This is an optimization exercise on Yosys and OpenROAD, whose aim is small area and a short achievable clock period, not a production implementation.
The RTL was checked by simulation tests, not by an equivalence proof against the original design.
No activity file was given, so power comes from the tool's default toggle rates.

==> flow/design.v <==
module scalar_mem_bank #(
  parameter int                DATA_W   = 8,
  parameter int                ADDR_W   = 8,
  parameter int                DEPTH    = 256,
  parameter int                WAIT_CYC = 1,
  parameter logic [ADDR_W-1:0] RO_BASE  = '0,
  parameter logic [ADDR_W-1:0] RO_LIMIT = ADDR_W'(8'h2F)
) (
  input  logic              clk,
  input  logic              rst,
  input  logic [ADDR_W-1:0] addr,
  input  logic              rd,
  input  logic              wrt,
  input  logic [DATA_W-1:0] wdata,
  output logic [DATA_W-1:0] rdata,
  output logic              rdy,
  output logic              err,
  output logic              busy,
  input  logic              ld_en,
  input  logic [ADDR_W-1:0] ld_addr,
  input  logic [DATA_W-1:0] ld_data
);
  if (DATA_W != 8 || ADDR_W != 8 || DEPTH != 256 || WAIT_CYC != 1 ||
      RO_BASE != 8'h00 || RO_LIMIT != 8'h2F) begin : g_bad_param
    $error("scalar_mem_bank: only the default configuration is implemented");
  end
  logic        w_q;        
  logic        r_q;        
  logic        idle_q;     
  logic        nrdn_q;     
  logic        rdn_q;      
  logic        wna_q;      
  logic        pla_q;      
  logic        pw_q;       
  logic        perr_q;     
  logic [31:0] nh_q;       
  logic [63:0] nla_q;      
  logic [15:0] hwp_q;      
  logic [15:3] hww_q;      
  logic [15:0] lo_q;       
  logic [7:0]  wd_q;
  logic [7:0]  rdata_q;
  logic        rdy_q, err_q, busy_q;
  logic [7:0]  mem_q [256];
  logic [7:0]  mem_d [256];
  logic [15:0] hwe;
  logic        we_now;
  logic [7:0]  wdg;
  logic [255:0] al;
  logic [7:0]  rd_d;
  logic        strobe, nstrobe, acc, rd1, wr1, ld1, rdq, wrq, ldq, any1, acq, nro, wna_d;
  logic [3:0]  acq_y;
  logic [3:0]  q76, h76, h54, s10, s32;
  logic [7:0]  h543;
  logic [3:0]  lo_sel, hi_sel;
  logic [63:0] nla_d;
  logic [15:0] nh_d0, nh_d1, lo_d, hwp_d;
  logic [15:3] hww_d;
  assign strobe  = rd || wrt;
  assign nstrobe = !strobe;
  smb_and2 u_acc (.a(rst), .b(idle_q), .y(acc));
  assign rd1 = rd && !wrt;
  assign wr1 = wrt && !rd;
  assign ld1 = ld_en && nstrobe;
  smb_and2 u_rdq (.a(acc), .b(rd1), .y(rdq));
  smb_and2 u_wrq (.a(acc), .b(wr1), .y(wrq));
  smb_and2 u_ldq (.a(acc), .b(ld1), .y(ldq));
  assign any1 = (rd ^ wrt) || ld1;
  smb_and2 u_acq (.a(acc), .b(any1), .y(acq));
  logic a54, ro, pw_d;
  smb_nand2 u_a54 (.a(addr[5]), .b(addr[4]), .y(a54));
  smb_and2  u_ro  (.a(q76[0]), .b(a54), .y(ro));
  smb_and2  u_pw  (.a(wrq), .b(ro), .y(pw_d));
  assign nro = !ro;
  smb_and2  u_wna (.a(wrq), .b(nro), .y(wna_d));
  assign lo_sel = strobe ? addr[3:0] : ld_addr[3:0];
  assign hi_sel = strobe ? addr[7:4] : ld_addr[7:4];
  for (genvar j = 0; j < 4; j++) begin : g_pre
    smb_dec2 #(.SEL(j)) u_q76 (.a(addr[7:6]), .y(q76[j]));
    smb_dec2 #(.SEL(j)) u_s10 (.a(lo_sel[1:0]), .y(s10[j]));
    smb_dec2 #(.SEL(j)) u_s32 (.a(lo_sel[3:2]), .y(s32[j]));
    smb_dec2 #(.SEL(j)) u_h76 (.a(hi_sel[3:2]), .y(h76[j]));
    smb_dec2 #(.SEL(j)) u_h54 (.a(hi_sel[1:0]), .y(h54[j]));
    smb_and2 u_ay (.a(acq), .b(h76[j]), .y(acq_y[j]));
  end
  for (genvar j = 0; j < 8; j++) begin : g_h543
    smb_dec3 #(.SEL(j)) u (.a({hi_sel[1:0], lo_sel[3]}), .y(h543[j]));
  end
  for (genvar i = 0; i < 16; i++) begin : g_dec
    for (genvar y = 0; y < 4; y++) begin : g_nla
      smb_nand3 u_nla (.a(acq_y[y]), .b(s10[i%4]), .c(s32[i/4]), .y(nla_d[16*y+i]));
    end
    smb_nand2 u_nh0  (.a(h76[i/4]), .b(h543[2*(i%4)]),   .y(nh_d0[i]));
    smb_nand2 u_nh1  (.a(h76[i/4]), .b(h543[2*(i%4)+1]), .y(nh_d1[i]));
    smb_and2  u_lo   (.a(s10[i%4]), .b(s32[i/4]), .y(lo_d[i]));
    smb_and3 u_hwp (.a(ldq), .b(h76[i/4]), .c(h54[i%4]), .y(hwp_d[i]));
    if (i >= 3) begin : g_hww
      smb_and3 u_hww (.a(wrq), .b(h76[i/4]), .c(h54[i%4]), .y(hww_d[i]));
    end
  end
  always_ff @(posedge clk) begin
    w_q    <= rdq || wrq;
    r_q    <= rst && w_q;
    idle_q <= !(rst && (w_q || (idle_q && (rd ^ wrt))));
    busy_q <= rst && !idle_q;
    rdy_q  <= rst && r_q;
    nrdn_q <= !rdq;
    rdn_q  <= rdq;
    wna_q  <= wna_d;
    pla_q  <= ldq;
    pw_q   <= pw_d;
    perr_q <= rst && pw_q;
    err_q  <= rst && ((idle_q && rd && wrt) || (ld_en && !(idle_q && nstrobe)) || perr_q);
    wd_q   <= strobe ? wdata : ld_data;
    for (int i = 0; i < 16; i++) begin
      nh_q[i]     <= nh_d0[i];
      nh_q[16+i]  <= nh_d1[i];
      lo_q[i]     <= lo_d[i];
      hwp_q[i]    <= hwp_d[i];
    end
    nla_q   <= nla_d;
    hww_q   <= hww_d;
    rdata_q <= rd_d;
  end
  for (genvar g = 0; g < 16; g++) begin : g_hwe
    if (g >= 3) begin : g_rw
      smb_a21o  u_hwe  (.a1(hww_q[g]), .a2(rst), .b1(hwp_q[g]), .x(hwe[g]));
    end else begin : g_ro
      assign hwe[g]  = hwp_q[g];
    end
  end
  smb_a21o u_wen (.a1(wna_q), .a2(rst), .b1(pla_q), .x(we_now));
  for (genvar b = 0; b < 8; b++) begin : g_wdg
    smb_and2 u_wdg (.a(wd_q[b]), .b(we_now), .y(wdg[b]));
  end
  for (genvar w = 0; w < 256; w++) begin : g_word
    logic hl;
    smb_lines u_lines (.nh(nh_q[16*((w/8)%2)+w/16]), .nla(nla_q[16*(w/64)+w%16]),
                       .hw(hwe[w/16]), .lo(lo_q[w%16]), .al(al[w]), .hl(hl));
    smb_cell8 u_cell (.q(mem_q[w]), .wd(wdg), .load(al[w]), .hold(hl), .d(mem_d[w]));
    always_ff @(posedge clk) mem_q[w] <= mem_d[w];
  end
  logic nrst;
  assign nrst = !rst;
  for (genvar b = 0; b < 8; b++) begin : g_rd
    logic [31:0] l2;
    logic [15:0] l3;
    logic [3:0]  l4;
    logic [1:0]  l5;
    logic        nhold;
    for (genvar k = 0; k < 32; k++) begin : g_l2
      logic [7:0] q8;
      for (genvar j = 0; j < 8; j++) begin : g_q
        assign q8[j] = mem_q[8*k+j][b];
      end
      smb_rd8 u (.rl(al[8*k+7:8*k]), .q(q8), .y(l2[k]));
    end
    for (genvar k = 0; k < 16; k++) begin : g_l3
      smb_nor2 u (.a(l2[2*k]), .b(l2[2*k+1]), .y(l3[k]));
    end
    for (genvar k = 0; k < 4; k++) begin : g_l4
      smb_nand4 u (.a(l3[4*k]), .b(l3[4*k+1]), .c(l3[4*k+2]), .d(l3[4*k+3]), .y(l4[k]));
    end
    smb_o21ai u_l5a (.a1(l4[0]), .a2(l4[1]), .b1(rdn_q), .y(l5[0]));
    smb_o21ai u_l5b (.a1(l4[2]), .a2(l4[3]), .b1(rdn_q), .y(l5[1]));
    smb_nand2 u_hold (.a(nrdn_q), .b(rdata_q[b]), .y(nhold));
    smb_a31oi u_l6 (.a1(l5[0]), .a2(l5[1]), .a3(nhold), .b1(nrst), .y(rd_d[b]));
  end
  assign rdata = rdata_q;
  assign rdy   = rdy_q;
  assign err   = err_q;
  assign busy  = busy_q;
endmodule
module smb_lines (
  input  logic nh, nla, hw, lo,
  output logic al, hl
);
  assign al = !(nh || nla);
  assign hl = !(hw && lo);
endmodule
module smb_cell8 (
  input  logic [7:0] q,
  input  logic [7:0] wd,
  input  logic       load,
  input  logic       hold,
  output logic [7:0] d
);
  assign d = (q & {8{hold}}) | (wd & {8{load}});
endmodule
module smb_rd8 (input logic [7:0] rl, input logic [7:0] q, output logic y);
  logic [3:0] z;
  assign z = ~((rl[7:4] & q[7:4]) | (rl[3:0] & q[3:0]));
  assign y = ~&z;
endmodule
module smb_and2 (input logic a, b, output logic y);
  assign y = a && b;
endmodule
module smb_and3 (input logic a, b, c, output logic y);
  assign y = a && b && c;
endmodule
module smb_a21o (input logic a1, a2, b1, output logic x);
  assign x = (a1 && a2) || b1;
endmodule
module smb_o21ai (input logic a1, a2, b1, output logic y);
  assign y = !((a1 || a2) && b1);
endmodule
module smb_nand3 (input logic a, b, c, output logic y);
  assign y = !(a && b && c);
endmodule
module smb_dec2 #(parameter int SEL = 0) (input logic [1:0] a, output logic y);
  assign y = (a == 2'(SEL));
endmodule
module smb_dec3 #(parameter int SEL = 0) (input logic [2:0] a, output logic y);
  assign y = (a == 3'(SEL));
endmodule
module smb_nand4 (input logic a, b, c, d, output logic y);
  assign y = !(a && b && c && d);
endmodule
module smb_nand2 (input logic a, b, output logic y);
  assign y = !(a && b);
endmodule
module smb_nor2 (input logic a, b, output logic y);
  assign y = !(a || b);
endmodule
module smb_a31oi (input logic a1, a2, a3, b1, output logic y);
  assign y = !((a1 && a2 && a3) || b1);
endmodule
==> flow/config.mk <==
export PLATFORM = sky130hd
export DESIGN_NAME = scalar_mem_bank
export DESIGN_NICKNAME = scalar_mem_bank
export VERILOG_FILES = /design/flow/design.v
export SDC_FILE = /design/flow/constraint.sdc
export NUM_CORES = 4
export LEC_CHECK = 0
export CAP_MARGIN = 20
export CORE_MARGIN = 2
export CORE_UTILIZATION = 50
export CTS_CLUSTER_DIAMETER = 60
export CTS_CLUSTER_SIZE = 30
export SETUP_SLACK_MARGIN = 2.7
export SLEW_MARGIN = 20
export SYNTH_HIERARCHICAL = 1
==> flow/constraint.sdc <==
create_clock -name core_clock -period 5.0 [get_ports {clk}]
set_input_delay 1.0000 -clock core_clock [delete_from_list [all_inputs] [get_ports {clk}]]
set_output_delay 1.0000 -clock core_clock [all_outputs]
set_load 0.01 [all_outputs]
standard.sh (not shown) runs the stock make flow with config.mk's settings and CLKGATE_MAP_FILE= SYNTH_SCRIPT=/design/flow/synth_recipe.tcl, a recipe that flattens the netlist after the stock synthesis.
==> flow/flow/run.sh <==
#!/bin/bash
set -euo pipefail
export BUFFER_PORTS_ARGS="-buffer_cell sky130_fd_sc_hd__buf_4"
export CTS_ARGS="-sink_clustering_enable -repair_clock_nets -sink_clustering_size 30 -sink_clustering_max_diameter 60 -dont_use_dummy_load"
bash standard.sh > standard_make.log 2>&1
==> next run, changes <==
--- a/flow/config.mk
+++ b/flow/config.mk
@@ -11,4 +11,5 @@
 export CTS_CLUSTER_DIAMETER = 60
 export CTS_CLUSTER_SIZE = 30
+export PLACE_DENSITY = 0.7
 export SETUP_SLACK_MARGIN = 2.7
 export SLEW_MARGIN = 20
After rerunning: Final cell count goes down by about 1.4%. Power goes down by about 1%. Clock power hardly moves. Final area goes down by about 2.3%. Synthesized area stays the same.

static timing again, ports no longer ideal:
No port has a modelled driver above. Below, the same layouts with a new extraction and two added sets of constraints. Step 1 (the two cells are an assumption about what drives the block):
set clk [get_ports {clk}]
set_driving_cell -lib_cell sky130_fd_sc_hd__clkbuf_16 $clk
set_driving_cell -lib_cell sky130_fd_sc_hd__buf_2 [delete_from_list [all_inputs] $clk]
Step 2 adds t to the input delays and takes it off the output delays; t is the mean of the earliest and latest rising clock arrival at the registers after step 1. Input paths then give back, and output paths get back, about the clock's delay inside the block. Slacks: ideal ports / drivers / drivers and shift; pairs: ideal ports / drivers.
| run | shift t [ns] | setup slack, ns | worst setup path at the end | clock arrival spread, ns | slew at the worst register clock pin (ns) |
|---|---|---|---|---|---|
| the first run | 0.866 | 2.586 / 2.533 / 1.784 | input to register | 0.079 / 0.080 | 0.10 / 0.10 |
| the second run | 0.854 | 2.579 / 2.520 / 1.666 | input to register | 0.090 / 0.090 | 0.10 / 0.10 |
After both steps every run listed still meets setup and hold. For the second run, which loses most, drivers alone change the setup slack by -0.059 ns; drivers and shift together by -0.913 ns.
